Source: an optimization exercise on an open RTL-to-GDS flow (aim: small area, a short achievable clock period and few clock cycles per item). Production flows keep margins and buffers that such runs may drop.
Function was checked by simulation only, so behaviour that the tests miss may differ from the original.
Power figures rest on the tool's default switching activity, not on a simulated workload.

==> design/flow/constraint.sdc <==
create_clock -name core_clock -period 8.0 [get_ports {clk}]
set_input_delay 1.6000 -clock core_clock [delete_from_list [all_inputs] [get_ports {clk}]]
set_output_delay 1.6000 -clock core_clock [all_outputs]
set_load 0.01 [all_outputs]
==> design/flow/design.v <==
package mi_pipeline_pkg;
  localparam int SIZE       = 27;
  localparam int ADDR_WIDTH = 4;
  localparam int LINK_WIDTH = 4;
  localparam int K_WIDTH    = 18;
  localparam int FRAC       = 16;
  localparam int CS_LO      = 8;
endpackage
module link_table #(
  parameter int LINK_WIDTH = 4,
  parameter int ADDR_WIDTH = 4,
  parameter int K_WIDTH    = 18
) (
  input  logic                        clk,
  input  logic                        rst_n,
  input  logic                        we,
  input  logic [LINK_WIDTH-1:0]       waddr,
  input  logic [ADDR_WIDTH-1:0]       wmass_a,
  input  logic [ADDR_WIDTH-1:0]       wmass_b,
  input  logic signed [K_WIDTH-1:0]   wk,
  input  logic [LINK_WIDTH-1:0]       raddr,
  output logic                        rvalid,
  output logic signed [K_WIDTH-1:0]   rk,
  input  logic [LINK_WIDTH-1:0]       paddr,
  output logic [2*ADDR_WIDTH-1:0]     pmass,
  output logic [2*ADDR_WIDTH-1:0]     pmass0
);
  localparam int DEPTH = 1 << LINK_WIDTH;
  localparam int MW    = 2 * ADDR_WIDTH;
  logic [DEPTH-1:0]              vld;
  logic [DEPTH-1:0][MW-1:0]      m_ent;
  logic [DEPTH-1:0][K_WIDTH-1:0] k_ent;
  logic [DEPTH-1:0]              rsel;
  logic [DEPTH-1:0]              psel;
  always_ff @(posedge clk or negedge rst_n) begin
    if (!rst_n)
      vld <= '0;
    else if (we)
      vld[waddr] <= 1'b1;
  end
  for (genvar e = 0; e < DEPTH; e++) begin : g_ent
    always_ff @(posedge clk) begin
      if (we && waddr == e) begin
        m_ent[e] <= {wmass_a, wmass_b};
        k_ent[e] <= wk;
      end
    end
    assign rsel[e] = (raddr == e);
    assign psel[e] = (paddr == e);
  end
  assign pmass0 = m_ent[0];
  always_comb begin
    rvalid = 1'b0;
    rk     = '0;
    pmass  = '0;
    for (int e = 0; e < DEPTH; e++) begin
      rvalid = rvalid | (rsel[e] & vld[e]);
      rk     = rk | ({K_WIDTH{rsel[e] & vld[e]}} & k_ent[e]);
      pmass  = pmass | ({MW{psel[e]}} & m_ent[e]);
    end
  end
endmodule
module link_force_sequencer #(
  parameter int SIZE       = mi_pipeline_pkg::SIZE,
  parameter int ADDR_WIDTH = mi_pipeline_pkg::ADDR_WIDTH,
  parameter int LINK_WIDTH = mi_pipeline_pkg::LINK_WIDTH,
  parameter int K_WIDTH    = mi_pipeline_pkg::K_WIDTH,
  parameter int FRAC       = mi_pipeline_pkg::FRAC
) (
  input  logic                      clk,
  input  logic                      rst_n,
  input  logic                      start,
  input  logic [LINK_WIDTH:0]       n_links,
  input  logic                      cfg_we,
  input  logic [LINK_WIDTH-1:0]     cfg_addr,
  input  logic [ADDR_WIDTH-1:0]     cfg_mass_a,
  input  logic [ADDR_WIDTH-1:0]     cfg_mass_b,
  input  logic signed [K_WIDTH-1:0] cfg_k,
  output logic [ADDR_WIDTH-1:0]     r_addr_q1,
  output logic [ADDR_WIDTH-1:0]     r_addr_q2,
  input  logic signed [SIZE-1:0]    q1,
  input  logic signed [SIZE-1:0]    q2,
  output logic                      out_valid,
  input  logic                      out_ready,
  output logic [ADDR_WIDTH-1:0]     out_mass_a,
  output logic [ADDR_WIDTH-1:0]     out_mass_b,
  output logic signed [SIZE-1:0]    out_force,
  output logic                      busy,
  output logic                      done
);
  localparam int PW = SIZE + 1 + K_WIDTH;   
  localparam int HW = PW - FRAC;            
  localparam int ND = K_WIDTH / 2;          
  localparam int LO = mi_pipeline_pkg::CS_LO;
  logic                  active;    
  logic                  zdone;     
  logic                  iss;       
  logic [LINK_WIDTH-1:0] idx;       
  logic [LINK_WIDTH-1:0] idx_d;
  logic [LINK_WIDTH-1:0] pidx;
  logic                  rsm;       
  logic [LINK_WIDTH-1:0] ntx;       
  logic [LINK_WIDTH-1:0] last;      
  logic                  olast;     
  logic                  stall;
  logic                  xfer;
  logic                  issue;
  logic                  fin;
  logic                  start_go;
  logic                  we;
  logic                         t_valid;
  logic        [K_WIDTH-1:0]    t_k;
  logic [2*ADDR_WIDTH-1:0]      t_m;
  logic [2*ADDR_WIDTH-1:0]      t_m0;
  logic [2*ADDR_WIDTH-1:0]      pm;       
  logic [K_WIDTH:0] kx;
  logic [ND-1:0]    b_one;
  logic [ND-1:0]    b_two;
  logic [ND-1:0]    b_neg;
  logic                         s1_valid;
  logic        [SIZE:0]         s1_diff;
  logic [ND-1:0]                s1_one;
  logic [ND-1:0]                s1_two;
  logic [ND-1:0]                s1_neg;
  logic [2*ADDR_WIDTH-1:0]      s1_m;
  logic [PW-1:LO] cs_s;
  logic [PW-1:LO] cs_c;
  logic           cs_cl;
  logic                         s2_valid;
  logic [PW-1:LO]               s2_s;
  logic [PW-1:LO]               s2_c;
  logic                         s2_cl;
  logic [2*ADDR_WIDTH-1:0]      s2_m;
  logic [PW-1:LO]         prod;
  logic [HW-1:0]          hi;
  logic [SIZE-1:0]        force_d;
  assign stall    = out_valid & ~out_ready;
  assign xfer     = out_valid & out_ready;
  assign fin      = out_ready & olast;
  assign done     = fin | zdone;
  assign busy     = active & ~fin;
  assign start_go = start & ~active & (n_links != '0);
  assign issue    = start_go | (iss & ~rsm);
  assign we       = cfg_we & ~active;
  always_comb begin
    if (fin)
      idx_d = '0;
    else if (stall)
      idx_d = ntx + 1'b1;
    else if (issue)
      idx_d = idx + 1'b1;
    else
      idx_d = idx;
  end
  assign pidx = active ? (iss & ~rsm ? idx + 1'b1 : idx) : LINK_WIDTH'(1);
  link_table #(
    .LINK_WIDTH (LINK_WIDTH),
    .ADDR_WIDTH (ADDR_WIDTH),
    .K_WIDTH    (K_WIDTH)
  ) u_table (
    .clk     (clk),
    .rst_n   (rst_n),
    .we      (we),
    .waddr   (cfg_addr),
    .wmass_a (cfg_mass_a),
    .wmass_b (cfg_mass_b),
    .wk      (cfg_k),
    .raddr   (idx),
    .rvalid  (t_valid),
    .rk      (t_k),
    .paddr   (pidx),
    .pmass   (t_m),
    .pmass0  (t_m0)
  );
  always_ff @(posedge clk) begin
    if (we && cfg_addr == idx_d)
      pm <= {cfg_mass_a, cfg_mass_b};
    else if (idx_d == '0)
      pm <= t_m0;
    else
      pm <= t_m;
  end
  assign {r_addr_q1, r_addr_q2} = pm;
  always_ff @(posedge clk or negedge rst_n) begin
    if (!rst_n) begin
      active   <= 1'b0;
      zdone    <= 1'b0;
      iss      <= 1'b0;
      idx      <= '0;
      ntx      <= '0;
      last     <= '0;
      olast    <= 1'b0;
      rsm      <= 1'b0;
      s1_valid <= 1'b0;
      s2_valid <= 1'b0;
    end else begin
      zdone <= start & ~active & (n_links == '0);
      idx   <= idx_d;
      rsm   <= stall;
      if (start_go) begin
        active <= 1'b1;
        last   <= LINK_WIDTH'(n_links - 1'b1);
      end else if (fin) begin
        active <= 1'b0;
      end
      if (!stall)
        olast <= s2_valid & ~fin & ((out_valid ? ntx + 1'b1 : ntx) == last);
      if (fin) begin
        ntx <= '0;
        iss <= 1'b0;
      end else if (stall) begin
        iss      <= (ntx != last);
        s1_valid <= 1'b0;
        s2_valid <= 1'b0;
      end else begin
        if (xfer)
          ntx <= ntx + 1'b1;
        s1_valid <= issue;
        s2_valid <= s1_valid;
        if (issue)
          iss <= start_go ? (n_links > 5'd1) : (idx != last);
      end
    end
  end
  assign kx = {t_k, 1'b0};
  always_comb begin
    for (int j = 0; j < ND; j++) begin
      b_one[j] = kx[2*j+1] ^ kx[2*j];
      b_two[j] = (kx[2*j+2] & ~kx[2*j+1] & ~kx[2*j]) | (~kx[2*j+2] & kx[2*j+1] & kx[2*j]);
      b_neg[j] = kx[2*j+2];
    end
  end
  always_ff @(posedge clk) begin
    s1_diff <= {q2[SIZE-1], q2} - {q1[SIZE-1], q1};
    s1_one  <= b_one;
    s1_two  <= b_two;
    s1_neg  <= b_neg;
    s1_m    <= t_valid ? pm : '0;
  end
  lfs_booth_csa u_mul (
    .diff  (s1_diff),
    .b_one (s1_one),
    .b_two (s1_two),
    .b_neg (s1_neg),
    .s_hi  (cs_s),
    .c_hi  (cs_c),
    .c_lo  (cs_cl)
  );
  always_ff @(posedge clk) begin
    s2_s  <= cs_s;
    s2_c  <= cs_c;
    s2_cl <= cs_cl;
    s2_m  <= s1_m;
  end
  assign prod = s2_s + s2_c + (PW-LO)'(s2_cl);
  assign hi   = prod[PW-1:FRAC];
  always_comb begin
    if (hi[HW-1:SIZE-1] != '0 && hi[HW-1:SIZE-1] != '1)
      force_d = hi[HW-1] ? {1'b1, {(SIZE-1){1'b0}}} : {1'b0, {(SIZE-1){1'b1}}};
    else
      force_d = hi[SIZE-1:0];
  end
  always_ff @(posedge clk or negedge rst_n) begin
    if (!rst_n)
      out_valid <= 1'b0;
    else if (!stall)
      out_valid <= s2_valid & ~fin;
  end
  always_ff @(posedge clk) begin
    if (!stall) begin
      {out_mass_a, out_mass_b} <= s2_m;
      out_force                <= force_d;
    end
  end
endmodule
module lfs_booth_csa (
  input  logic [27:0] diff,
  input  logic [8:0] b_one,
  input  logic [8:0] b_two,
  input  logic [8:0] b_neg,
  output logic [37:0] s_hi,
  output logic [37:0] c_hi,
  output logic        c_lo
);
  logic [28:0] dx;
  logic [8:0] one, two, neg;
  logic [45:0] rs, rc;
  logic [8:0] lo;
  logic [28:0] pp0;
  logic [28:0] pp1;
  logic [28:0] pp2;
  logic [28:0] pp3;
  logic [28:0] pp4;
  logic [28:0] pp5;
  logic [28:0] pp6;
  logic [28:0] pp7;
  logic [28:0] pp8;
  assign dx = {diff[27], diff};
  assign one = b_one;
  assign two = b_two;
  assign neg = b_neg;
  assign pp0 = ({29{one[0]}} & dx | {29{two[0]}} & {dx[27:0], 1'b0}) ^ {29{neg[0]}};
  assign pp1 = ({29{one[1]}} & dx | {29{two[1]}} & {dx[27:0], 1'b0}) ^ {29{neg[1]}};
  assign pp2 = ({29{one[2]}} & dx | {29{two[2]}} & {dx[27:0], 1'b0}) ^ {29{neg[2]}};
  assign pp3 = ({29{one[3]}} & dx | {29{two[3]}} & {dx[27:0], 1'b0}) ^ {29{neg[3]}};
  assign pp4 = ({29{one[4]}} & dx | {29{two[4]}} & {dx[27:0], 1'b0}) ^ {29{neg[4]}};
  assign pp5 = ({29{one[5]}} & dx | {29{two[5]}} & {dx[27:0], 1'b0}) ^ {29{neg[5]}};
  assign pp6 = ({29{one[6]}} & dx | {29{two[6]}} & {dx[27:0], 1'b0}) ^ {29{neg[6]}};
  assign pp7 = ({29{one[7]}} & dx | {29{two[7]}} & {dx[27:0], 1'b0}) ^ {29{neg[7]}};
  assign pp8 = ({29{one[8]}} & dx | {29{two[8]}} & {dx[27:0], 1'b0}) ^ {29{neg[8]}};
  logic s1, c2;
  logic s3, c4;
  logic s5, c6;
  logic s7, c8;
  logic s9, c10;
  logic s11, c12;
  logic s13, c14;
  logic s15, c16;
  logic s17, c18;
  logic s19, c20;
  logic s21, c22;
  logic s23, c24;
  logic s25, c26;
  logic s27, c28;
  logic s29, c30;
  logic s31, c32;
  logic s33, c34;
  logic s35, c36;
  logic s37, c38;
  logic s39, c40;
  logic s41, c42;
  logic s43, c44;
  logic s45, c46;
  logic s47, c48;
  logic s49, c50;
  logic s51, c52;
  logic s53, c54;
  logic s55, c56;
  logic s57, c58;
  logic s59, c60;
  logic s61, c62;
  logic s63, c64;
  logic s65, c66;
  logic s67, c68;
  logic s69, c70;
  logic s71, c72;
  logic s73, c74;
  logic s75, c76;
  logic s77, c78;
  logic s79, c80;
  logic s81, c82;
  logic s83, c84;
  logic s85, c86;
  logic s87, c88;
  logic s89, c90;
  logic s91, c92;
  logic s93, c94;
  logic s95, c96;
  logic s97, c98;
  logic s99, c100;
  logic s101, c102;
  logic s103, c104;
  logic s105, c106;
  logic s107, c108;
  logic s109, c110;
  logic s111, c112;
  logic s113, c114;
  logic s115, c116;
  logic s117, c118;
  logic s119, c120;
  logic s121, c122;
  logic s123, c124;
  logic s125, c126;
  logic s127, c128;
  logic s129, c130;
  logic s131, c132;
  logic s133, c134;
  logic s135, c136;
  logic s137, c138;
  logic s139, c140;
  logic s141, c142;
  logic s143, c144;
  logic s145, c146;
  logic s147, c148;
  logic s149, c150;
  logic s151, c152;
  logic s153, c154;
  logic s155, c156;
  logic s157, c158;
  logic s159, c160;
  logic s161, c162;
  logic s163, c164;
  logic s165, c166;
  logic s167, c168;
  logic s169, c170;
  logic s171, c172;
  logic s173, c174;
  logic s175, c176;
  logic s177, c178;
  logic s179, c180;
  logic s181, c182;
  logic s183, c184;
  logic s185, c186;
  logic s187, c188;
  logic s189, c190;
  logic s191, c192;
  logic s193, c194;
  logic s195, c196;
  logic s197, c198;
  logic s199, c200;
  logic s201, c202;
  logic s203, c204;
  logic s205, c206;
  logic s207, c208;
  logic s209, c210;
  logic s211, c212;
  logic s213, c214;
  logic s215, c216;
  logic s217, c218;
  logic s219, c220;
  logic s221, c222;
  logic s223, c224;
  logic s225, c226;
  logic s227, c228;
  logic s229, c230;
  logic s231, c232;
  logic s233, c234;
  logic s235, c236;
  logic s237, c238;
  logic s239, c240;
  logic s241, c242;
  logic s243, c244;
  logic s245, c246;
  logic s247, c248;
  logic s249, c250;
  logic s251, c252;
  logic s253, c254;
  logic s255, c256;
  logic s257, c258;
  logic s259, c260;
  logic s261, c262;
  logic s263, c264;
  logic s265, c266;
  logic s267, c268;
  logic s269, c270;
  logic s271, c272;
  logic s273, c274;
  logic s275, c276;
  logic s277, c278;
  logic s279, c280;
  logic s281, c282;
  logic s283, c284;
  logic s285, c286;
  logic s287, c288;
  logic s289, c290;
  logic s291, c292;
  logic s293, c294;
  logic s295, c296;
  logic s297, c298;
  logic s299, c300;
  logic s301, c302;
  logic s303, c304;
  logic s305, c306;
  logic s307, c308;
  logic s309, c310;
  logic s311, c312;
  logic s313, c314;
  logic s315, c316;
  logic s317, c318;
  logic s319, c320;
  logic s321, c322;
  logic s323, c324;
  logic s325, c326;
  logic s327, c328;
  logic s329, c330;
  logic s331, c332;
  logic s333, c334;
  logic s335, c336;
  logic s337, c338;
  logic s339, c340;
  logic s341, c342;
  logic s343, c344;
  logic s345, c346;
  logic s347, c348;
  logic s349, c350;
  logic s351, c352;
  logic s353, c354;
  logic s355, c356;
  logic s357, c358;
  logic s359, c360;
  logic s361, c362;
  logic s363, c364;
  logic s365, c366;
  logic s367, c368;
  logic s369, c370;
  logic s371, c372;
  logic s373, c374;
  logic s375, c376;
  logic s377, c378;
  logic s379, c380;
  logic s381, c382;
  logic s383, c384;
  logic s385, c386;
  logic s387, c388;
  logic s389, c390;
  logic s391, c392;
  logic s393, c394;
  logic s395, c396;
  logic s397, c398;
  logic s399, c400;
  logic s401, c402;
  logic s403, c404;
  logic s405, c406;
  logic s407, c408;
  logic s409, c410;
  logic s411, c412;
  logic s413, c414;
  logic s415, c416;
  logic s417, c418;
  logic s419, c420;
  logic s421, c422;
  logic s423, c424;
  logic s425, c426;
  logic s427, c428;
  logic s429, c430;
  logic s431, c432;
  logic s433, c434;
  logic s435, c436;
  logic s437, c438;
  logic s439, c440;
  logic s441, c442;
  logic s443, c444;
  logic s445, c446;
  logic s447, c448;
  assign s1 = neg[1] ^ pp0[2] ^ pp1[0];
  assign c2 = (neg[1] & pp0[2]) | (neg[1] & pp1[0]) | (pp0[2] & pp1[0]);
  assign s3 = pp0[3] ^ pp1[1];
  assign c4 = pp0[3] & pp1[1];
  assign s5 = neg[2] ^ pp0[4] ^ pp1[2];
  assign c6 = (neg[2] & pp0[4]) | (neg[2] & pp1[2]) | (pp0[4] & pp1[2]);
  assign s7 = pp2[0] ^ c4;
  assign c8 = pp2[0] & c4;
  assign s9 = pp0[5] ^ pp1[3] ^ pp2[1];
  assign c10 = (pp0[5] & pp1[3]) | (pp0[5] & pp2[1]) | (pp1[3] & pp2[1]);
  assign s11 = c6 ^ c8;
  assign c12 = c6 & c8;
  assign s13 = neg[3] ^ pp0[6] ^ pp1[4];
  assign c14 = (neg[3] & pp0[6]) | (neg[3] & pp1[4]) | (pp0[6] & pp1[4]);
  assign s15 = pp2[2] ^ pp3[0] ^ c10;
  assign c16 = (pp2[2] & pp3[0]) | (pp2[2] & c10) | (pp3[0] & c10);
  assign s17 = s13 ^ c12;
  assign c18 = s13 & c12;
  assign s19 = pp0[7] ^ pp1[5] ^ pp2[3];
  assign c20 = (pp0[7] & pp1[5]) | (pp0[7] & pp2[3]) | (pp1[5] & pp2[3]);
  assign s21 = pp3[1] ^ c14 ^ s19;
  assign c22 = (pp3[1] & c14) | (pp3[1] & s19) | (c14 & s19);
  assign s23 = c16 ^ c18;
  assign c24 = c16 & c18;
  assign s25 = neg[4] ^ pp0[8] ^ pp1[6];
  assign c26 = (neg[4] & pp0[8]) | (neg[4] & pp1[6]) | (pp0[8] & pp1[6]);
  assign s27 = pp2[4] ^ pp3[2] ^ pp4[0];
  assign c28 = (pp2[4] & pp3[2]) | (pp2[4] & pp4[0]) | (pp3[2] & pp4[0]);
  assign s29 = c20 ^ s25 ^ s27;
  assign c30 = (c20 & s25) | (c20 & s27) | (s25 & s27);
  assign s31 = c22 ^ c24 ^ s29;
  assign c32 = (c22 & c24) | (c22 & s29) | (c24 & s29);
  assign s33 = pp0[9] ^ pp1[7] ^ pp2[5];
  assign c34 = (pp0[9] & pp1[7]) | (pp0[9] & pp2[5]) | (pp1[7] & pp2[5]);
  assign s35 = pp3[3] ^ pp4[1] ^ c26;
  assign c36 = (pp3[3] & pp4[1]) | (pp3[3] & c26) | (pp4[1] & c26);
  assign s37 = c28 ^ s33 ^ c30;
  assign c38 = (c28 & s33) | (c28 & c30) | (s33 & c30);
  assign s39 = s35 ^ c32 ^ s37;
  assign c40 = (s35 & c32) | (s35 & s37) | (c32 & s37);
  assign s41 = neg[5] ^ pp0[10] ^ pp1[8];
  assign c42 = (neg[5] & pp0[10]) | (neg[5] & pp1[8]) | (pp0[10] & pp1[8]);
  assign s43 = pp2[6] ^ pp3[4] ^ pp4[2];
  assign c44 = (pp2[6] & pp3[4]) | (pp2[6] & pp4[2]) | (pp3[4] & pp4[2]);
  assign s45 = pp5[0] ^ c34 ^ s41;
  assign c46 = (pp5[0] & c34) | (pp5[0] & s41) | (c34 & s41);
  assign s47 = s43 ^ c36 ^ s45;
  assign c48 = (s43 & c36) | (s43 & s45) | (c36 & s45);
  assign s49 = c38 ^ s47;
  assign c50 = c38 & s47;
  assign s51 = pp0[11] ^ pp1[9] ^ pp2[7];
  assign c52 = (pp0[11] & pp1[9]) | (pp0[11] & pp2[7]) | (pp1[9] & pp2[7]);
  assign s53 = pp3[5] ^ pp4[3] ^ pp5[1];
  assign c54 = (pp3[5] & pp4[3]) | (pp3[5] & pp5[1]) | (pp4[3] & pp5[1]);
  assign s55 = c42 ^ c44 ^ s51;
  assign c56 = (c42 & c44) | (c42 & s51) | (c44 & s51);
  assign s57 = s53 ^ c46 ^ s55;
  assign c58 = (s53 & c46) | (s53 & s55) | (c46 & s55);
  assign s59 = c48 ^ s57;
  assign c60 = c48 & s57;
  assign s61 = neg[6] ^ pp0[12] ^ pp1[10];
  assign c62 = (neg[6] & pp0[12]) | (neg[6] & pp1[10]) | (pp0[12] & pp1[10]);
  assign s63 = pp2[8] ^ pp3[6] ^ pp4[4];
  assign c64 = (pp2[8] & pp3[6]) | (pp2[8] & pp4[4]) | (pp3[6] & pp4[4]);
  assign s65 = pp5[2] ^ pp6[0] ^ c52;
  assign c66 = (pp5[2] & pp6[0]) | (pp5[2] & c52) | (pp6[0] & c52);
  assign s67 = c54 ^ s61 ^ s63;
  assign c68 = (c54 & s61) | (c54 & s63) | (s61 & s63);
  assign s69 = c56 ^ s65 ^ s67;
  assign c70 = (c56 & s65) | (c56 & s67) | (s65 & s67);
  assign s71 = c58 ^ s69;
  assign c72 = c58 & s69;
  assign s73 = pp0[13] ^ pp1[11] ^ pp2[9];
  assign c74 = (pp0[13] & pp1[11]) | (pp0[13] & pp2[9]) | (pp1[11] & pp2[9]);
  assign s75 = pp3[7] ^ pp4[5] ^ pp5[3];
  assign c76 = (pp3[7] & pp4[5]) | (pp3[7] & pp5[3]) | (pp4[5] & pp5[3]);
  assign s77 = pp6[1] ^ c62 ^ c64;
  assign c78 = (pp6[1] & c62) | (pp6[1] & c64) | (c62 & c64);
  assign s79 = s73 ^ s75 ^ c66;
  assign c80 = (s73 & s75) | (s73 & c66) | (s75 & c66);
  assign s81 = c68 ^ s77 ^ s79;
  assign c82 = (c68 & s77) | (c68 & s79) | (s77 & s79);
  assign s83 = c70 ^ c72;
  assign c84 = c70 & c72;
  assign s85 = neg[7] ^ pp0[14] ^ pp1[12];
  assign c86 = (neg[7] & pp0[14]) | (neg[7] & pp1[12]) | (pp0[14] & pp1[12]);
  assign s87 = pp2[10] ^ pp3[8] ^ pp4[6];
  assign c88 = (pp2[10] & pp3[8]) | (pp2[10] & pp4[6]) | (pp3[8] & pp4[6]);
  assign s89 = pp5[4] ^ pp6[2] ^ pp7[0];
  assign c90 = (pp5[4] & pp6[2]) | (pp5[4] & pp7[0]) | (pp6[2] & pp7[0]);
  assign s91 = c74 ^ c76 ^ s85;
  assign c92 = (c74 & c76) | (c74 & s85) | (c76 & s85);
  assign s93 = s87 ^ s89 ^ c78;
  assign c94 = (s87 & s89) | (s87 & c78) | (s89 & c78);
  assign s95 = s91 ^ c80 ^ s93;
  assign c96 = (s91 & c80) | (s91 & s93) | (c80 & s93);
  assign s97 = c82 ^ s95;
  assign c98 = c82 & s95;
  assign s99 = pp0[15] ^ pp1[13] ^ pp2[11];
  assign c100 = (pp0[15] & pp1[13]) | (pp0[15] & pp2[11]) | (pp1[13] & pp2[11]);
  assign s101 = pp3[9] ^ pp4[7] ^ pp5[5];
  assign c102 = (pp3[9] & pp4[7]) | (pp3[9] & pp5[5]) | (pp4[7] & pp5[5]);
  assign s103 = pp6[3] ^ pp7[1] ^ c86;
  assign c104 = (pp6[3] & pp7[1]) | (pp6[3] & c86) | (pp7[1] & c86);
  assign s105 = c88 ^ c90 ^ s99;
  assign c106 = (c88 & c90) | (c88 & s99) | (c90 & s99);
  assign s107 = s101 ^ c92 ^ s103;
  assign c108 = (s101 & c92) | (s101 & s103) | (c92 & s103);
  assign s109 = s105 ^ c94 ^ s107;
  assign c110 = (s105 & c94) | (s105 & s107) | (c94 & s107);
  assign s111 = c96 ^ s109;
  assign c112 = c96 & s109;
  assign s113 = neg[8] ^ pp0[16] ^ pp1[14];
  assign c114 = (neg[8] & pp0[16]) | (neg[8] & pp1[14]) | (pp0[16] & pp1[14]);
  assign s115 = pp2[12] ^ pp3[10] ^ pp4[8];
  assign c116 = (pp2[12] & pp3[10]) | (pp2[12] & pp4[8]) | (pp3[10] & pp4[8]);
  assign s117 = pp5[6] ^ pp6[4] ^ pp7[2];
  assign c118 = (pp5[6] & pp6[4]) | (pp5[6] & pp7[2]) | (pp6[4] & pp7[2]);
  assign s119 = pp8[0] ^ c100 ^ c102;
  assign c120 = (pp8[0] & c100) | (pp8[0] & c102) | (c100 & c102);
  assign s121 = s113 ^ s115 ^ s117;
  assign c122 = (s113 & s115) | (s113 & s117) | (s115 & s117);
  assign s123 = c104 ^ c106 ^ s119;
  assign c124 = (c104 & c106) | (c104 & s119) | (c106 & s119);
  assign s125 = s121 ^ c108 ^ s123;
  assign c126 = (s121 & c108) | (s121 & s123) | (c108 & s123);
  assign s127 = c110 ^ s125;
  assign c128 = c110 & s125;
  assign s129 = pp0[17] ^ pp1[15] ^ pp2[13];
  assign c130 = (pp0[17] & pp1[15]) | (pp0[17] & pp2[13]) | (pp1[15] & pp2[13]);
  assign s131 = pp3[11] ^ pp4[9] ^ pp5[7];
  assign c132 = (pp3[11] & pp4[9]) | (pp3[11] & pp5[7]) | (pp4[9] & pp5[7]);
  assign s133 = pp6[5] ^ pp7[3] ^ pp8[1];
  assign c134 = (pp6[5] & pp7[3]) | (pp6[5] & pp8[1]) | (pp7[3] & pp8[1]);
  assign s135 = c114 ^ c116 ^ c118;
  assign c136 = (c114 & c116) | (c114 & c118) | (c116 & c118);
  assign s137 = s129 ^ s131 ^ s133;
  assign c138 = (s129 & s131) | (s129 & s133) | (s131 & s133);
  assign s139 = c120 ^ c122 ^ s135;
  assign c140 = (c120 & c122) | (c120 & s135) | (c122 & s135);
  assign s141 = s137 ^ c124 ^ s139;
  assign c142 = (s137 & c124) | (s137 & s139) | (c124 & s139);
  assign s143 = c126 ^ s141;
  assign c144 = c126 & s141;
  assign s145 = pp0[18] ^ pp1[16] ^ pp2[14];
  assign c146 = (pp0[18] & pp1[16]) | (pp0[18] & pp2[14]) | (pp1[16] & pp2[14]);
  assign s147 = pp3[12] ^ pp4[10] ^ pp5[8];
  assign c148 = (pp3[12] & pp4[10]) | (pp3[12] & pp5[8]) | (pp4[10] & pp5[8]);
  assign s149 = pp6[6] ^ pp7[4] ^ pp8[2];
  assign c150 = (pp6[6] & pp7[4]) | (pp6[6] & pp8[2]) | (pp7[4] & pp8[2]);
  assign s151 = c130 ^ c132 ^ c134;
  assign c152 = (c130 & c132) | (c130 & c134) | (c132 & c134);
  assign s153 = s145 ^ s147 ^ s149;
  assign c154 = (s145 & s147) | (s145 & s149) | (s147 & s149);
  assign s155 = c136 ^ c138 ^ s151;
  assign c156 = (c136 & c138) | (c136 & s151) | (c138 & s151);
  assign s157 = s153 ^ c140 ^ s155;
  assign c158 = (s153 & c140) | (s153 & s155) | (c140 & s155);
  assign s159 = c142 ^ s157;
  assign c160 = c142 & s157;
  assign s161 = pp0[19] ^ pp1[17] ^ pp2[15];
  assign c162 = (pp0[19] & pp1[17]) | (pp0[19] & pp2[15]) | (pp1[17] & pp2[15]);
  assign s163 = pp3[13] ^ pp4[11] ^ pp5[9];
  assign c164 = (pp3[13] & pp4[11]) | (pp3[13] & pp5[9]) | (pp4[11] & pp5[9]);
  assign s165 = pp6[7] ^ pp7[5] ^ pp8[3];
  assign c166 = (pp6[7] & pp7[5]) | (pp6[7] & pp8[3]) | (pp7[5] & pp8[3]);
  assign s167 = c146 ^ c148 ^ c150;
  assign c168 = (c146 & c148) | (c146 & c150) | (c148 & c150);
  assign s169 = s161 ^ s163 ^ s165;
  assign c170 = (s161 & s163) | (s161 & s165) | (s163 & s165);
  assign s171 = c152 ^ c154 ^ s167;
  assign c172 = (c152 & c154) | (c152 & s167) | (c154 & s167);
  assign s173 = s169 ^ c156 ^ s171;
  assign c174 = (s169 & c156) | (s169 & s171) | (c156 & s171);
  assign s175 = c158 ^ s173;
  assign c176 = c158 & s173;
  assign s177 = pp0[20] ^ pp1[18] ^ pp2[16];
  assign c178 = (pp0[20] & pp1[18]) | (pp0[20] & pp2[16]) | (pp1[18] & pp2[16]);
  assign s179 = pp3[14] ^ pp4[12] ^ pp5[10];
  assign c180 = (pp3[14] & pp4[12]) | (pp3[14] & pp5[10]) | (pp4[12] & pp5[10]);
  assign s181 = pp6[8] ^ pp7[6] ^ pp8[4];
  assign c182 = (pp6[8] & pp7[6]) | (pp6[8] & pp8[4]) | (pp7[6] & pp8[4]);
  assign s183 = c162 ^ c164 ^ c166;
  assign c184 = (c162 & c164) | (c162 & c166) | (c164 & c166);
  assign s185 = s177 ^ s179 ^ s181;
  assign c186 = (s177 & s179) | (s177 & s181) | (s179 & s181);
  assign s187 = c168 ^ c170 ^ s183;
  assign c188 = (c168 & c170) | (c168 & s183) | (c170 & s183);
  assign s189 = s185 ^ c172 ^ s187;
  assign c190 = (s185 & c172) | (s185 & s187) | (c172 & s187);
  assign s191 = c174 ^ s189;
  assign c192 = c174 & s189;
  assign s193 = pp0[21] ^ pp1[19] ^ pp2[17];
  assign c194 = (pp0[21] & pp1[19]) | (pp0[21] & pp2[17]) | (pp1[19] & pp2[17]);
  assign s195 = pp3[15] ^ pp4[13] ^ pp5[11];
  assign c196 = (pp3[15] & pp4[13]) | (pp3[15] & pp5[11]) | (pp4[13] & pp5[11]);
  assign s197 = pp6[9] ^ pp7[7] ^ pp8[5];
  assign c198 = (pp6[9] & pp7[7]) | (pp6[9] & pp8[5]) | (pp7[7] & pp8[5]);
  assign s199 = c178 ^ c180 ^ c182;
  assign c200 = (c178 & c180) | (c178 & c182) | (c180 & c182);
  assign s201 = s193 ^ s195 ^ s197;
  assign c202 = (s193 & s195) | (s193 & s197) | (s195 & s197);
  assign s203 = c184 ^ c186 ^ s199;
  assign c204 = (c184 & c186) | (c184 & s199) | (c186 & s199);
  assign s205 = s201 ^ c188 ^ s203;
  assign c206 = (s201 & c188) | (s201 & s203) | (c188 & s203);
  assign s207 = c190 ^ s205;
  assign c208 = c190 & s205;
  assign s209 = pp0[22] ^ pp1[20] ^ pp2[18];
  assign c210 = (pp0[22] & pp1[20]) | (pp0[22] & pp2[18]) | (pp1[20] & pp2[18]);
  assign s211 = pp3[16] ^ pp4[14] ^ pp5[12];
  assign c212 = (pp3[16] & pp4[14]) | (pp3[16] & pp5[12]) | (pp4[14] & pp5[12]);
  assign s213 = pp6[10] ^ pp7[8] ^ pp8[6];
  assign c214 = (pp6[10] & pp7[8]) | (pp6[10] & pp8[6]) | (pp7[8] & pp8[6]);
  assign s215 = c194 ^ c196 ^ c198;
  assign c216 = (c194 & c196) | (c194 & c198) | (c196 & c198);
  assign s217 = s209 ^ s211 ^ s213;
  assign c218 = (s209 & s211) | (s209 & s213) | (s211 & s213);
  assign s219 = c200 ^ c202 ^ s215;
  assign c220 = (c200 & c202) | (c200 & s215) | (c202 & s215);
  assign s221 = s217 ^ c204 ^ s219;
  assign c222 = (s217 & c204) | (s217 & s219) | (c204 & s219);
  assign s223 = c206 ^ s221;
  assign c224 = c206 & s221;
  assign s225 = pp0[23] ^ pp1[21] ^ pp2[19];
  assign c226 = (pp0[23] & pp1[21]) | (pp0[23] & pp2[19]) | (pp1[21] & pp2[19]);
  assign s227 = pp3[17] ^ pp4[15] ^ pp5[13];
  assign c228 = (pp3[17] & pp4[15]) | (pp3[17] & pp5[13]) | (pp4[15] & pp5[13]);
  assign s229 = pp6[11] ^ pp7[9] ^ pp8[7];
  assign c230 = (pp6[11] & pp7[9]) | (pp6[11] & pp8[7]) | (pp7[9] & pp8[7]);
  assign s231 = c210 ^ c212 ^ c214;
  assign c232 = (c210 & c212) | (c210 & c214) | (c212 & c214);
  assign s233 = s225 ^ s227 ^ s229;
  assign c234 = (s225 & s227) | (s225 & s229) | (s227 & s229);
  assign s235 = c216 ^ c218 ^ s231;
  assign c236 = (c216 & c218) | (c216 & s231) | (c218 & s231);
  assign s237 = s233 ^ c220 ^ s235;
  assign c238 = (s233 & c220) | (s233 & s235) | (c220 & s235);
  assign s239 = c222 ^ s237;
  assign c240 = c222 & s237;
  assign s241 = pp0[24] ^ pp1[22] ^ pp2[20];
  assign c242 = (pp0[24] & pp1[22]) | (pp0[24] & pp2[20]) | (pp1[22] & pp2[20]);
  assign s243 = pp3[18] ^ pp4[16] ^ pp5[14];
  assign c244 = (pp3[18] & pp4[16]) | (pp3[18] & pp5[14]) | (pp4[16] & pp5[14]);
  assign s245 = pp6[12] ^ pp7[10] ^ pp8[8];
  assign c246 = (pp6[12] & pp7[10]) | (pp6[12] & pp8[8]) | (pp7[10] & pp8[8]);
  assign s247 = c226 ^ c228 ^ c230;
  assign c248 = (c226 & c228) | (c226 & c230) | (c228 & c230);
  assign s249 = s241 ^ s243 ^ s245;
  assign c250 = (s241 & s243) | (s241 & s245) | (s243 & s245);
  assign s251 = c232 ^ c234 ^ s247;
  assign c252 = (c232 & c234) | (c232 & s247) | (c234 & s247);
  assign s253 = s249 ^ c236 ^ s251;
  assign c254 = (s249 & c236) | (s249 & s251) | (c236 & s251);
  assign s255 = c238 ^ s253;
  assign c256 = c238 & s253;
  assign s257 = pp0[25] ^ pp1[23] ^ pp2[21];
  assign c258 = (pp0[25] & pp1[23]) | (pp0[25] & pp2[21]) | (pp1[23] & pp2[21]);
  assign s259 = pp3[19] ^ pp4[17] ^ pp5[15];
  assign c260 = (pp3[19] & pp4[17]) | (pp3[19] & pp5[15]) | (pp4[17] & pp5[15]);
  assign s261 = pp6[13] ^ pp7[11] ^ pp8[9];
  assign c262 = (pp6[13] & pp7[11]) | (pp6[13] & pp8[9]) | (pp7[11] & pp8[9]);
  assign s263 = c242 ^ c244 ^ c246;
  assign c264 = (c242 & c244) | (c242 & c246) | (c244 & c246);
  assign s265 = s257 ^ s259 ^ s261;
  assign c266 = (s257 & s259) | (s257 & s261) | (s259 & s261);
  assign s267 = c248 ^ c250 ^ s263;
  assign c268 = (c248 & c250) | (c248 & s263) | (c250 & s263);
  assign s269 = s265 ^ c252 ^ s267;
  assign c270 = (s265 & c252) | (s265 & s267) | (c252 & s267);
  assign s271 = c254 ^ s269;
  assign c272 = c254 & s269;
  assign s273 = pp0[26] ^ pp1[24] ^ pp2[22];
  assign c274 = (pp0[26] & pp1[24]) | (pp0[26] & pp2[22]) | (pp1[24] & pp2[22]);
  assign s275 = pp3[20] ^ pp4[18] ^ pp5[16];
  assign c276 = (pp3[20] & pp4[18]) | (pp3[20] & pp5[16]) | (pp4[18] & pp5[16]);
  assign s277 = pp6[14] ^ pp7[12] ^ pp8[10];
  assign c278 = (pp6[14] & pp7[12]) | (pp6[14] & pp8[10]) | (pp7[12] & pp8[10]);
  assign s279 = c258 ^ c260 ^ c262;
  assign c280 = (c258 & c260) | (c258 & c262) | (c260 & c262);
  assign s281 = s273 ^ s275 ^ s277;
  assign c282 = (s273 & s275) | (s273 & s277) | (s275 & s277);
  assign s283 = c264 ^ c266 ^ s279;
  assign c284 = (c264 & c266) | (c264 & s279) | (c266 & s279);
  assign s285 = s281 ^ c268 ^ s283;
  assign c286 = (s281 & c268) | (s281 & s283) | (c268 & s283);
  assign s287 = c270 ^ s285;
  assign c288 = c270 & s285;
  assign s289 = pp0[27] ^ pp1[25] ^ pp2[23];
  assign c290 = (pp0[27] & pp1[25]) | (pp0[27] & pp2[23]) | (pp1[25] & pp2[23]);
  assign s291 = pp3[21] ^ pp4[19] ^ pp5[17];
  assign c292 = (pp3[21] & pp4[19]) | (pp3[21] & pp5[17]) | (pp4[19] & pp5[17]);
  assign s293 = pp6[15] ^ pp7[13] ^ pp8[11];
  assign c294 = (pp6[15] & pp7[13]) | (pp6[15] & pp8[11]) | (pp7[13] & pp8[11]);
  assign s295 = c274 ^ c276 ^ c278;
  assign c296 = (c274 & c276) | (c274 & c278) | (c276 & c278);
  assign s297 = s289 ^ s291 ^ s293;
  assign c298 = (s289 & s291) | (s289 & s293) | (s291 & s293);
  assign s299 = c280 ^ c282 ^ s295;
  assign c300 = (c280 & c282) | (c280 & s295) | (c282 & s295);
  assign s301 = s297 ^ c284 ^ s299;
  assign c302 = (s297 & c284) | (s297 & s299) | (c284 & s299);
  assign s303 = c286 ^ s301;
  assign c304 = c286 & s301;
  assign s305 = 1'b1 ^ ~pp0[28] ^ pp1[26];
  assign c306 = (1'b1 & ~pp0[28]) | (1'b1 & pp1[26]) | (~pp0[28] & pp1[26]);
  assign s307 = pp2[24] ^ pp3[22] ^ pp4[20];
  assign c308 = (pp2[24] & pp3[22]) | (pp2[24] & pp4[20]) | (pp3[22] & pp4[20]);
  assign s309 = pp5[18] ^ pp6[16] ^ pp7[14];
  assign c310 = (pp5[18] & pp6[16]) | (pp5[18] & pp7[14]) | (pp6[16] & pp7[14]);
  assign s311 = pp8[12] ^ c290 ^ c292;
  assign c312 = (pp8[12] & c290) | (pp8[12] & c292) | (c290 & c292);
  assign s313 = c294 ^ s305 ^ s307;
  assign c314 = (c294 & s305) | (c294 & s307) | (s305 & s307);
  assign s315 = s309 ^ c296 ^ c298;
  assign c316 = (s309 & c296) | (s309 & c298) | (c296 & c298);
  assign s317 = s311 ^ s313 ^ c300;
  assign c318 = (s311 & s313) | (s311 & c300) | (s313 & c300);
  assign s319 = s315 ^ c302 ^ s317;
  assign c320 = (s315 & c302) | (s315 & s317) | (c302 & s317);
  assign s321 = 1'b1 ^ pp1[27] ^ pp2[25];
  assign c322 = (1'b1 & pp1[27]) | (1'b1 & pp2[25]) | (pp1[27] & pp2[25]);
  assign s323 = pp3[23] ^ pp4[21] ^ pp5[19];
  assign c324 = (pp3[23] & pp4[21]) | (pp3[23] & pp5[19]) | (pp4[21] & pp5[19]);
  assign s325 = pp6[17] ^ pp7[15] ^ pp8[13];
  assign c326 = (pp6[17] & pp7[15]) | (pp6[17] & pp8[13]) | (pp7[15] & pp8[13]);
  assign s327 = c306 ^ c308 ^ c310;
  assign c328 = (c306 & c308) | (c306 & c310) | (c308 & c310);
  assign s329 = s321 ^ s323 ^ s325;
  assign c330 = (s321 & s323) | (s321 & s325) | (s323 & s325);
  assign s331 = c312 ^ c314 ^ s327;
  assign c332 = (c312 & c314) | (c312 & s327) | (c314 & s327);
  assign s333 = s329 ^ c316 ^ s331;
  assign c334 = (s329 & c316) | (s329 & s331) | (c316 & s331);
  assign s335 = c318 ^ s333;
  assign c336 = c318 & s333;
  assign s337 = ~pp1[28] ^ pp2[26] ^ pp3[24];
  assign c338 = (~pp1[28] & pp2[26]) | (~pp1[28] & pp3[24]) | (pp2[26] & pp3[24]);
  assign s339 = pp4[22] ^ pp5[20] ^ pp6[18];
  assign c340 = (pp4[22] & pp5[20]) | (pp4[22] & pp6[18]) | (pp5[20] & pp6[18]);
  assign s341 = pp7[16] ^ pp8[14] ^ c322;
  assign c342 = (pp7[16] & pp8[14]) | (pp7[16] & c322) | (pp8[14] & c322);
  assign s343 = c324 ^ c326 ^ s337;
  assign c344 = (c324 & c326) | (c324 & s337) | (c326 & s337);
  assign s345 = s339 ^ c328 ^ c330;
  assign c346 = (s339 & c328) | (s339 & c330) | (c328 & c330);
  assign s347 = s341 ^ s343 ^ c332;
  assign c348 = (s341 & s343) | (s341 & c332) | (s343 & c332);
  assign s349 = s345 ^ c334 ^ s347;
  assign c350 = (s345 & c334) | (s345 & s347) | (c334 & s347);
  assign s351 = 1'b1 ^ pp2[27] ^ pp3[25];
  assign c352 = (1'b1 & pp2[27]) | (1'b1 & pp3[25]) | (pp2[27] & pp3[25]);
  assign s353 = pp4[23] ^ pp5[21] ^ pp6[19];
  assign c354 = (pp4[23] & pp5[21]) | (pp4[23] & pp6[19]) | (pp5[21] & pp6[19]);
  assign s355 = pp7[17] ^ pp8[15] ^ c338;
  assign c356 = (pp7[17] & pp8[15]) | (pp7[17] & c338) | (pp8[15] & c338);
  assign s357 = c340 ^ s351 ^ s353;
  assign c358 = (c340 & s351) | (c340 & s353) | (s351 & s353);
  assign s359 = c342 ^ c344 ^ s355;
  assign c360 = (c342 & c344) | (c342 & s355) | (c344 & s355);
  assign s361 = s357 ^ c346 ^ s359;
  assign c362 = (s357 & c346) | (s357 & s359) | (c346 & s359);
  assign s363 = c348 ^ s361;
  assign c364 = c348 & s361;
  assign s365 = ~pp2[28] ^ pp3[26] ^ pp4[24];
  assign c366 = (~pp2[28] & pp3[26]) | (~pp2[28] & pp4[24]) | (pp3[26] & pp4[24]);
  assign s367 = pp5[22] ^ pp6[20] ^ pp7[18];
  assign c368 = (pp5[22] & pp6[20]) | (pp5[22] & pp7[18]) | (pp6[20] & pp7[18]);
  assign s369 = pp8[16] ^ c352 ^ c354;
  assign c370 = (pp8[16] & c352) | (pp8[16] & c354) | (c352 & c354);
  assign s371 = s365 ^ s367 ^ c356;
  assign c372 = (s365 & s367) | (s365 & c356) | (s367 & c356);
  assign s373 = c358 ^ s369 ^ c360;
  assign c374 = (c358 & s369) | (c358 & c360) | (s369 & c360);
  assign s375 = s371 ^ c362 ^ s373;
  assign c376 = (s371 & c362) | (s371 & s373) | (c362 & s373);
  assign s377 = 1'b1 ^ pp3[27] ^ pp4[25];
  assign c378 = (1'b1 & pp3[27]) | (1'b1 & pp4[25]) | (pp3[27] & pp4[25]);
  assign s379 = pp5[23] ^ pp6[21] ^ pp7[19];
  assign c380 = (pp5[23] & pp6[21]) | (pp5[23] & pp7[19]) | (pp6[21] & pp7[19]);
  assign s381 = pp8[17] ^ c366 ^ c368;
  assign c382 = (pp8[17] & c366) | (pp8[17] & c368) | (c366 & c368);
  assign s383 = s377 ^ s379 ^ c370;
  assign c384 = (s377 & s379) | (s377 & c370) | (s379 & c370);
  assign s385 = s381 ^ c372 ^ s383;
  assign c386 = (s381 & c372) | (s381 & s383) | (c372 & s383);
  assign s387 = c374 ^ s385;
  assign c388 = c374 & s385;
  assign s389 = ~pp3[28] ^ pp4[26] ^ pp5[24];
  assign c390 = (~pp3[28] & pp4[26]) | (~pp3[28] & pp5[24]) | (pp4[26] & pp5[24]);
  assign s391 = pp6[22] ^ pp7[20] ^ pp8[18];
  assign c392 = (pp6[22] & pp7[20]) | (pp6[22] & pp8[18]) | (pp7[20] & pp8[18]);
  assign s393 = c378 ^ c380 ^ s389;
  assign c394 = (c378 & c380) | (c378 & s389) | (c380 & s389);
  assign s395 = s391 ^ c382 ^ s393;
  assign c396 = (s391 & c382) | (s391 & s393) | (c382 & s393);
  assign s397 = c384 ^ s395 ^ c386;
  assign c398 = (c384 & s395) | (c384 & c386) | (s395 & c386);
  assign s399 = 1'b1 ^ pp4[27] ^ pp5[25];
  assign c400 = (1'b1 & pp4[27]) | (1'b1 & pp5[25]) | (pp4[27] & pp5[25]);
  assign s401 = pp6[23] ^ pp7[21] ^ pp8[19];
  assign c402 = (pp6[23] & pp7[21]) | (pp6[23] & pp8[19]) | (pp7[21] & pp8[19]);
  assign s403 = c390 ^ c392 ^ s399;
  assign c404 = (c390 & c392) | (c390 & s399) | (c392 & s399);
  assign s405 = s401 ^ c394 ^ s403;
  assign c406 = (s401 & c394) | (s401 & s403) | (c394 & s403);
  assign s407 = c396 ^ s405;
  assign c408 = c396 & s405;
  assign s409 = ~pp4[28] ^ pp5[26] ^ pp6[24];
  assign c410 = (~pp4[28] & pp5[26]) | (~pp4[28] & pp6[24]) | (pp5[26] & pp6[24]);
  assign s411 = pp7[22] ^ pp8[20] ^ c400;
  assign c412 = (pp7[22] & pp8[20]) | (pp7[22] & c400) | (pp8[20] & c400);
  assign s413 = c402 ^ s409 ^ c404;
  assign c414 = (c402 & s409) | (c402 & c404) | (s409 & c404);
  assign s415 = s411 ^ c406 ^ s413;
  assign c416 = (s411 & c406) | (s411 & s413) | (c406 & s413);
  assign s417 = 1'b1 ^ pp5[27] ^ pp6[25];
  assign c418 = (1'b1 & pp5[27]) | (1'b1 & pp6[25]) | (pp5[27] & pp6[25]);
  assign s419 = pp7[23] ^ pp8[21] ^ c410;
  assign c420 = (pp7[23] & pp8[21]) | (pp7[23] & c410) | (pp8[21] & c410);
  assign s421 = s417 ^ c412 ^ s419;
  assign c422 = (s417 & c412) | (s417 & s419) | (c412 & s419);
  assign s423 = c414 ^ s421;
  assign c424 = c414 & s421;
  assign s425 = ~pp5[28] ^ pp6[26] ^ pp7[24];
  assign c426 = (~pp5[28] & pp6[26]) | (~pp5[28] & pp7[24]) | (pp6[26] & pp7[24]);
  assign s427 = pp8[22] ^ c418 ^ s425;
  assign c428 = (pp8[22] & c418) | (pp8[22] & s425) | (c418 & s425);
  assign s429 = c420 ^ s427 ^ c422;
  assign c430 = (c420 & s427) | (c420 & c422) | (s427 & c422);
  assign s431 = 1'b1 ^ pp6[27] ^ pp7[25];
  assign c432 = (1'b1 & pp6[27]) | (1'b1 & pp7[25]) | (pp6[27] & pp7[25]);
  assign s433 = pp8[23] ^ c426 ^ s431;
  assign c434 = (pp8[23] & c426) | (pp8[23] & s431) | (c426 & s431);
  assign s435 = c428 ^ s433;
  assign c436 = c428 & s433;
  assign s437 = ~pp6[28] ^ pp7[26] ^ pp8[24];
  assign c438 = (~pp6[28] & pp7[26]) | (~pp6[28] & pp8[24]) | (pp7[26] & pp8[24]);
  assign s439 = c432 ^ s437 ^ c434;
  assign c440 = (c432 & s437) | (c432 & c434) | (s437 & c434);
  assign s441 = 1'b1 ^ pp7[27] ^ pp8[25];
  assign c442 = (1'b1 & pp7[27]) | (1'b1 & pp8[25]) | (pp7[27] & pp8[25]);
  assign s443 = c438 ^ s441;
  assign c444 = c438 & s441;
  assign s445 = ~pp7[28] ^ pp8[26] ^ c442;
  assign c446 = (~pp7[28] & pp8[26]) | (~pp7[28] & c442) | (pp8[26] & c442);
  assign s447 = 1'b1 ^ pp8[27];
  assign c448 = 1'b1 & pp8[27];
  assign rs[0] = pp0[0];
  assign rc[0] = neg[0];
  assign rs[1] = pp0[1];
  assign rc[1] = 1'b0;
  assign rs[2] = s1;
  assign rc[2] = 1'b0;
  assign rs[3] = c2;
  assign rc[3] = s3;
  assign rs[4] = s5;
  assign rc[4] = s7;
  assign rs[5] = s9;
  assign rc[5] = s11;
  assign rs[6] = s15;
  assign rc[6] = s17;
  assign rs[7] = s21;
  assign rc[7] = s23;
  assign rs[8] = s31;
  assign rc[8] = 1'b0;
  assign rs[9] = s39;
  assign rc[9] = 1'b0;
  assign rs[10] = c40;
  assign rc[10] = s49;
  assign rs[11] = c50;
  assign rc[11] = s59;
  assign rs[12] = c60;
  assign rc[12] = s71;
  assign rs[13] = s81;
  assign rc[13] = s83;
  assign rs[14] = c84;
  assign rc[14] = s97;
  assign rs[15] = c98;
  assign rc[15] = s111;
  assign rs[16] = c112;
  assign rc[16] = s127;
  assign rs[17] = c128;
  assign rc[17] = s143;
  assign rs[18] = c144;
  assign rc[18] = s159;
  assign rs[19] = c160;
  assign rc[19] = s175;
  assign rs[20] = c176;
  assign rc[20] = s191;
  assign rs[21] = c192;
  assign rc[21] = s207;
  assign rs[22] = c208;
  assign rc[22] = s223;
  assign rs[23] = c224;
  assign rc[23] = s239;
  assign rs[24] = c240;
  assign rc[24] = s255;
  assign rs[25] = c256;
  assign rc[25] = s271;
  assign rs[26] = c272;
  assign rc[26] = s287;
  assign rs[27] = c288;
  assign rc[27] = s303;
  assign rs[28] = c304;
  assign rc[28] = s319;
  assign rs[29] = c320;
  assign rc[29] = s335;
  assign rs[30] = c336;
  assign rc[30] = s349;
  assign rs[31] = c350;
  assign rc[31] = s363;
  assign rs[32] = c364;
  assign rc[32] = s375;
  assign rs[33] = c376;
  assign rc[33] = s387;
  assign rs[34] = c388;
  assign rc[34] = s397;
  assign rs[35] = c398;
  assign rc[35] = s407;
  assign rs[36] = c408;
  assign rc[36] = s415;
  assign rs[37] = c416;
  assign rc[37] = s423;
  assign rs[38] = c424;
  assign rc[38] = s429;
  assign rs[39] = c430;
  assign rc[39] = s435;
  assign rs[40] = c436;
  assign rc[40] = s439;
  assign rs[41] = c440;
  assign rc[41] = s443;
  assign rs[42] = c444;
  assign rc[42] = s445;
  assign rs[43] = c446;
  assign rc[43] = s447;
  assign rs[44] = ~pp8[28];
  assign rc[44] = c448;
  assign rs[45] = 1'b1;
  assign rc[45] = 1'b0;
  assign lo = {1'b0, rs[7:0]} + {1'b0, rc[7:0]};
  assign c_lo = lo[8];
  assign s_hi = rs[45:8];
  assign c_hi = rc[45:8];
endmodule
==> design/flow/standard.sh <==
#!/bin/bash
# synth_recipe.tcl (not shown) runs the flow's synth.tcl, then flattens the netlist and writes it again
# the make line also repeats each setting of config.mk as NAME=value (left out here)
make -C /OpenROAD-flow-scripts/flow DESIGN_CONFIG=/design/flow/config.mk WORK_HOME=/design/flow/orfs CLKGATE_MAP_FILE= SYNTH_SCRIPT=/design/flow/synth_recipe.tcl "${@:-finish}"
==> design/flow/flow/run.sh <==
#!/bin/bash
# The standard layout (standard.sh), with the port buffers that
# buffer_ports inserts made sky130_fd_sc_hd__buf_2 cells.
set -euo pipefail
bash standard.sh "BUFFER_PORTS_ARGS=-buffer_cell sky130_fd_sc_hd__buf_2" finish > standard_make.log 2>&1
==> design/flow/config.mk <==
export PLATFORM = sky130hd
export DESIGN_NAME = link_force_sequencer
export DESIGN_NICKNAME = link_force_sequencer
export VERILOG_FILES = /design/flow/design.v
export SDC_FILE = /design/flow/constraint.sdc
export NUM_CORES = 4
export LEC_CHECK = 0
export CAP_MARGIN = 20
export CORE_MARGIN = 2
export CORE_UTILIZATION = 60
export CTS_BUF_LIST = sky130_fd_sc_hd__clkbuf_16
export CTS_CLUSTER_DIAMETER = 80
export CTS_CLUSTER_SIZE = 30
export SETUP_SLACK_MARGIN = 4.4
export SLEW_MARGIN = 20
==> summary.txt, run 1 <==
Placed design
  • HPWL Detailed: 55,700 um
  • Post-placement cell count: 3,540
  • I/O Buffers: 139
  • Final GP Congestion: 0.847

Die
  • Core area: 57,500 sq um
  • Die area: 59,800 sq um
  • Die Height: 244 um
  • # rows: 88
  • Initial Util: 60.4%
  • Total I/O pin count: 140
  • Die X: 244 um

Route
  • Via/cell ratio: 6.47
  • # DRC: 0
  • Post-route antenna net violation count: 0
  • Final WL: 93,500 um
  • Avg WL per Cell: 25.8 um
  • Vias post-DR: 23,465
  • DR iter-0 viols: 2,450
  • Pre-Repair DR Iteration Count: 6

Logic synthesis
  • Syn nets: 3,189
  • EDFF count, synth: 451
  • Synth warn: 2
  • Synth area leaders: edfxtp_1, fa_1, dfxtp_1
  • Syn Inst Count: 2,792
  • Most used flip-flop cell after synthesis: edfxtp_1
  • Sequential-to-total area share from yosys stat: 50.4%
  • Post-synthesis cell type count: 90
  • Most common cell in the netlist: edfxtp_1
  • Most frequent cells after synthesis: edfxtp_1, a22oi_1, xor2_1
  • Cell taking the most area after synthesis: edfxtp_1
  • Syn Area/Cell: 12.4 sq um
  • Number of synthesized register bits: 639
  • Synth top area share: 39.0%
  • Syn Std Cell Area: 34,700 sq um
  • Fraction of registers with async set/reset: 5.63%

STA
  • Fmax: 275 MHz
  • Worst slew pin tran: 0.857 ns
  • Tcrit/Tclk final: 45.4%
  • RSZ-0062 raised after global routing: true
  • Worst clock skew: 0.0187 ns
  • Hold_ws: 0.330 ns
  • Min cycle time layout: 3.63 ns
  • Setup TNS: 0 ns
  • Final hold violations: 0
  • Slew Limit Fails: 0
  • Slew Limit Headroom: 42.1%
  • Setup violations, final: 0

Power and ir drop
  • Net switching power: 0.00834 W
  • Switch share: 45.2%
  • Internal power: 0.0101 W
  • Peak VDD IR: 449 uV
  • Seq pwr share: 26.7%
  • Clock network fraction of total power: 10.6%
  • Leak Pwr: 14.4 nW
  • Total power: 0.0185 W
  • PwrDens: 484 nW/um^2
  • Combinational fraction of design power: 62.7%

Setup path
  • CP Data Arrival Time: 2.03 ns
  • Reg-to-Reg Start: s1_two[3]
  • CP Capture Type: primary output
  • Crit path max-delay cell type: and2_4
  • Setup crit end: busy
  • Critical Path Source Type: primary input
  • R2r setup slk: 4.45 ns
  • FF-to-FF End: s2_c[21]
  • Critical path type: primary input to primary output
  • Setup crit start: out_ready
  • FF-to-FF path depth: 11
  • Crit-path max cell delay: 0.18 ns
  • Worst-path fanout max: 3
  • WP data required: 6.40 ns
  • CP cell instances: buf_12, nand2_8, and2_4, buf_6

Cells and area
  • Final net count: 3,235
  • Finished Layout Cells: 3,629
  • Ratio of cells with drive above 1 in the final layout: 14.1%
  • Layout area overhead: 10.1%
  • Fillcell total: 4,356

Status
  • Status: finished clean

Global route
  • Global-route usage over all layers: 30.7%
  • Largest net degree at the start of global routing: 50
  • Initial antenna violation count: 4
  • Vias in the first global route: 23,514
  • First-pass GRT wire length: 140,000 um
  • Congestion Overflow GR: 0

Min path
  • Class of the worst hold path: flip-flop to flip-flop

Clock tree
  • H-tree depth: 1
  • CTS clock-pin slew for the worst setup and hold paths: 0.10 ns
  • Hold_buf cts: 0
  • Worst skew pair latency: 0.66 ns
  • Longest Clk Path Bufs: 3
  • CTS Root Cell: clkbuf_16
  • CTS tree: yes
  • CTS Buf Count: 31
  • Clk sinks: 639

Flow run
  • Max_cap viols: 0
==> critical path, delay by kind of cell <==
family / cells / cell delay (ns)
buffers and inverters: 2 / 0.20
AND/OR/NAND/NOR: 2 / 0.23
==> logic make-up after synthesis <==
kind of cell             Yosys count  synth area share [%]
XOR/XNOR                         338                  8.53
adder cells (fa/ha/maj)          303                  14.9
buffers and inverters            412                  4.69
multiplexers                       5                 0.151
AO/OA/AOI/OAI                    720                  15.5
AND/OR/NAND/NOR                  375                  5.79
flip-flops                       639                  50.4
==> sequential cells by signal (all words and copies together) (netlist names), 4 cells and up <==
name,cells
out_mass_a,4
s1_one,9
u_table.vld,16
s2_m,8
s1_diff,28
s1_neg,9
pm,8
s2_s,37
ntx,4
out_force,27
last,4
u_table.m_ent,128
u_table.k_ent,288
s1_m,8
idx,4
out_mass_b,4
s2_c,35
s1_two,9
==> routing by layer <==
| layer | vias to the layer above | wire length (um) | part of all wire (%) | GRT usage (%) |
|---|---|---|---|---|
| li1 | 10241 | - | - | - |
| met1 | 11931 | 35400 | 38 | 38.6 |
| met2 | 1063 | 48000 | 51 | 54.5 |
| met3 | 224 | 6900 | 7.4 | 4.37 |
| met4 | 6 | 3210 | 3.4 | 10.3 |
| met5 | - | 32 | 0.034 | 0 |
==> power groups by stage <==
stage / Clock [W] / Combinational (W) / Sequential (W)
2_1_floorplan: 0 / 0.00813 / 0.00464
3_3_place_gp: 0 / 0.0107 / 0.00496
3_5_place_dp: 0 / 0.0112 / 0.00497
4_1_cts: 0.00199 / 0.0115 / 0.00490
5_1_grt: 0.00210 / 0.0132 / 0.00496
6_report: 0.00196 / 0.0116 / 0.00493
==> stage by stage <==
stage               util, %  setup slack, ns  area (sq um)
floorplan                 -             4.32         34900
global placement       62.7             3.52         36100
detailed placement     62.7             3.29         36100
CTS                    65.7             4.37         37700
global route           66.4             4.35         38200
finish                 66.4             4.37         38200
==> placed cells by master (no fill, tap or decap), types with 36 or more instances in the layout <==
cell type | Yosys | routed
a221oi_1 | 43 | 43
a22oi_1 | 358 | 348
o21ai_0 | 42 | 39
a21oi_1 | 64 | 64
nand3_1 | 62 | 61
buf_4 | 1 | 46
inv_1 | 199 | 209
xnor2_1 | 120 | 120
nand2_1 | 69 | 68
dfrtp_1 | 36 | 36
edfxtp_1 | 451 | 451
dfxtp_1 | 152 | 111
nor2_1 | 61 | 61
clkbuf_16 | 0 | 37
xor2_1 | 218 | 217
buf_2 | 1 | 137
ha_1 | 118 | 113
a22o_1 | 44 | 44
fa_1 | 185 | 177
==> worst min-delay path by stage <==
stage                     startpoint  endpoint  cells after the start
final                        s1_m[7]   s2_m[7]                      0
after global routing         s1_m[7]   s2_m[7]                      0
after CTS                    s1_m[7]   s2_m[7]                      0
after detailed placement     s1_m[7]   s2_m[7]                      0
after global placement       s1_m[1]   s2_m[1]                      0
after floorplan              s1_m[0]   s2_m[0]                      0
==> cell type report <==
class,instances,area (sq um),share of cell area (%)
Tap cell,765,957,2.51
Clock buffer,31,776,2.03
Timing Repair Buffer,224,1880,4.92
Antenna cell,1,2.50,0.00655
Inverter,199,747,1.96
Clock inverter,27,333,0.872
Sequential cell,639,17600,46.1
Multi-Input combinational cell,1743,15900,41.6
==> timing repair <==
action,CTS,global route
pin swaps,1,13
gates cloned,4,7
endpoints found under the setup margin,87,56
buffers inserted,7,12
resized for setup,107,43
Testbench counts, summed over its fixed seeds: cycles 6,298, items 5,157.
==> inputs of run 2 (changes only) <==
--- a/design/flow/config.mk
+++ b/design/flow/config.mk
@@ -8,5 +8,5 @@
 export CAP_MARGIN = 20
 export CORE_MARGIN = 2
-export CORE_UTILIZATION = 60
+export CORE_UTILIZATION = 72
 export CTS_BUF_LIST = sky130_fd_sc_hd__clkbuf_16
 export CTS_CLUSTER_DIAMETER = 80
==> run 2 against run 1 <==
Sequential cell count stayed put. Die area is 16% lower. Power hardly changed. Final cell count is 4.2% lower. Highest routed layer unchanged.
==> summary.txt, run 2 <==
Die
  • Initial Util: 72.8% (was 60.4%)
  • # rows: 80 (was 88)
  • Die Height: 223 um (was 244 um)
  • Die X: 223 um (was 244 um)
  • Core area: 47,600 sq um (was 57,500 sq um)
  • Total I/O pin count: 140 (unchanged)
  • Die area: 49,900 sq um (was 59,800 sq um)

Route
  • Highest metal used: met5 (unchanged)
  • # DRC: 0 (unchanged)
  • Vias post-DR: 23,854 (was 23,465)
  • Final WL: 90,100 um (was 93,500 um)
  • Avg WL per Cell: 25.9 um (was 25.8 um)
  • Post-route antenna net violation count: 0 (unchanged)
  • DR iter-0 viols: 3,055 (was 2,450)
  • DR WL met2: 45,300 um (was 48,000 um)
  • Pre-Repair DR Iteration Count: 7 (was 6)
  • DRT met1 WL: 31,700 um (was 35,400 um)
  • Via/cell ratio: 6.86 (was 6.47)
  • Met3 WL post-DR: 8790 um (was 6900 um)

Clock tree
  • CTS tree: yes (unchanged)
  • CTS Root Cell: clkbuf_16 (unchanged)
  • Worst skew pair latency: 0.67 ns (was 0.66 ns)
  • H-tree depth: 1 (unchanged)
  • Longest Clk Path Bufs: 3 (unchanged)
  • CTS Buf Count: 31 (unchanged)
  • Clk sinks: 639 (unchanged)
  • CTS clock-pin slew for the worst setup and hold paths: 0.10 ns (about the same)

Min path
  • Class of the worst hold path: flip-flop to flip-flop (unchanged)

Logic synthesis
  • Fraction of registers with async set/reset: 5.63% (unchanged)
  • Syn Std Cell Area: 34,700 sq um (unchanged)
  • Most common cell in the netlist: edfxtp_1 (unchanged)
  • EDFF count, synth: 451 (unchanged)
  • Most frequent cells after synthesis: edfxtp_1, a22oi_1, xor2_1 (unchanged)
  • Post-synthesis cell type count: 90 (unchanged)
  • Most used flip-flop cell after synthesis: edfxtp_1 (unchanged)
  • Syn nets: 3,189 (unchanged)
  • Sequential-to-total area share from yosys stat: 50.4% (unchanged)
  • Syn Inst Count: 2,792 (unchanged)
  • Syn Area/Cell: 12.4 sq um (unchanged)
  • Cell taking the most area after synthesis: edfxtp_1 (unchanged)
  • Number of synthesized register bits: 639 (unchanged)
  • Synth warn: 2 (unchanged)
  • Synth top area share: 39.0% (unchanged)
  • Synth area leaders: edfxtp_1, fa_1, dfxtp_1 (unchanged)

Power and ir drop
  • PwrDens: 490 nW/um^2 (was 484 nW/um^2)
  • Peak VDD IR: 365 uV (was 449 uV)
  • Leak Pwr: 14.3 nW (was 14.4 nW)

Setup path
  • Worst-path fanout max: 3 (unchanged)
  • CP Capture Type: primary output (unchanged)
  • CP Data Arrival Time: 2.03 ns (about the same)
  • Critical path type: primary input to primary output (unchanged)
  • Critical Path Source Type: primary input (unchanged)
  • WP data required: 6.40 ns (about the same)

Cells and area
  • Final net count: 3,232 (was 3,235)
  • Commonest non-fill, non-tap cell in the layout: edfxtp_1 (unchanged)
  • Largest Register: u_table.k_ent (unchanged)
  • Largest registers: u_table.k_ent x288, u_table.m_ent x128, s2_s x37 (unchanged)
  • Most frequent cells in the layout: edfxtp_1, a22oi_1, xor2_1 (unchanged)
  • Ratio of cells with drive above 1 in the final layout: 13.5% (was 14.1%)
  • Final Core Density: 79.2% (was 66.4%)
  • Design area: 37,700 sq um (was 38,200 sq um)
  • Layout area overhead: 8.74% (was 10.1%)
  • Fillcell total: 2,870 (was 4,356)
  • Largest register FFs: 288 (unchanged)

Global route
  • First-pass GRT wire length: 135,000 um (was 140,000 um)
  • Congestion Overflow GR: 0 (unchanged)
  • Global-route usage over all layers: 35.4% (was 30.7%)
  • Initial antenna violation count: 4 (unchanged)
  • Largest net degree at the start of global routing: 50 (unchanged)
  • Vias in the first global route: 24,142 (was 23,514)

STA
  • Setup violations, final: 0 (unchanged)
  • Worst setup margin: 4.37 ns (about the same)
  • Setup TNS: 0 ns (unchanged)
  • RSZ-0062 raised after global routing: true (unchanged)
  • Slew Limit Headroom: 23.8% (was 42.1%)
  • Slew Limit Fails: 0 (unchanged)
  • Hold_ws: 0.338 ns (was 0.330 ns)
  • Worst clock skew: 0.0317 ns (was 0.0187 ns)
  • Worst slew pin tran: 1.14 ns (was 0.857 ns)
  • Final hold violations: 0 (unchanged)
  • Fmax: 275 MHz (about the same)
  • Min cycle time layout: 3.63 ns (about the same)
  • Tcrit/Tclk final: 45.4% (about the same)

Flow run
  • Max_cap viols: 0 (unchanged)

Status
  • Status: finished clean (unchanged)

Placed design
  • Pre-CTS setup slack: 3.26 ns (was 3.29 ns)
  • HPWL Detailed: 54,300 um (was 55,700 um)
  • Final GP Congestion: 0.929 (was 0.847)
  • Placed inst area: 35,900 sq um (was 36,100 sq um)
  • I/O Buffers: 139 (unchanged)
run 2: cell counts after synthesis:
Identical to the previous run, type by type.
run 2: stage by stage:
step	total power, W	instances
global route	0.0200	3477
floorplan	0.0128	2792
detailed placement	0.0160	3389
global placement	0.0154	3389
CTS	0.0181	3453
finish	0.0185	3477
run 2: cell families (layout without fill, tap and decap cells):
logic type               Yosys count  in the layout  synth area share (%)
AO/OA/AOI/OAI                    720            721                  15.5
XOR/XNOR                         338            338                  8.53
adder cells (fa/ha/maj)          303            303                  14.9
buffers and inverters            412            478                  4.69
flip-flops                       639            639                  50.4
multiplexers                       5              5                 0.151
other                              0              2                     0
AND/OR/NAND/NOR                  375            376                  5.79
run 2: routing by layer:
layer,global-route usage (%),up-vias
met5,0,-
met4,16.4,4
met3,5.91,343
met1,43.9,11773
met2,61.1,1505
li1,-,10229
run 2: layout make-up:
class                   count  area, sq um  share of cell area (%)
multi-input cells        1743        15900                    42.0
inverters                 199          747                    1.98
clock buffers              31          776                    2.06
clock inverters            27          308                   0.816
diodes                      2         5.00                  0.0133
repair buffers            221         1660                    4.40
flip-flops and latches    639        17600                    46.7
well taps                 615          769                    2.04
run 2: worst paths after layout:
path	start	to	slack, ns	cells after the start
max in group asynchronous	rst_n	u_table.vld[15]	6.44	1
worst max-delay path	out_ready	busy	4.37	4
min in group asynchronous	rst_n	last[3]	1.02	1
worst min-delay path	s1_m[3]	s2_m[3]	0.34	0
worst min register to register	s1_m[3]	s2_m[3]	0.34	0
worst max register to register	s1_two[4]	s2_c[21]	4.42	11
run 2: timing repair:
item | 4_1_cts | 5_1_grt
resized for setup | 69 | 65
endpoints found under the setup margin | 79 | 60
setup buffers | 5 | 18
gates cloned | 1 | 4
hold buffers | 0 | 0
pin swaps | 2 | 6
run 2: worst max-delay path, stage by stage:
cell and delay [ns]:
buf_12 0.09, nand2_8 0.05, and2_4 0.18, buf_6 0.11
run 2: power breakdown:
group | total (W) | internal (W) | switching, W
registers | 0.00491 | 0.00438 | 0.000529
logic | 0.0116 | 0.00494 | 0.00670
clock network | 0.00192 | 0.000776 | 0.00114
total | 0.0185 | 0.0101 | 0.00837

==> re-timing with driven ports <==
The results above use ideal ports. As a check the final layouts listed here were re-extracted and re-timed, cells and wires unchanged. Step 1, drivers: a clkbuf_16 drives clk and a buf_2 each remaining input, both assumed. Step 2, shift: input delay + t, output delay - t, t = (earliest + latest rising clock arrival at the registers) / 2. This alone moves slack from input paths to output paths. Slacks: ideal / step 1 / step 2; pairs: ideal / step 1.
| run | shift t [ns] | setup slack, ns | worst data-port slew with drivers (ns) |
|---|---|---|---|
| run 1 | 0.723 | 4.366 / 4.303 / 3.953 | 0.08 |
| run 2 | 0.716 | 4.369 / 4.303 / 3.874 | 0.08 |
After both steps every run listed still meets setup and hold. For run 2, which loses most, drivers alone change the setup slack by -0.066 ns; drivers and shift together by -0.495 ns.
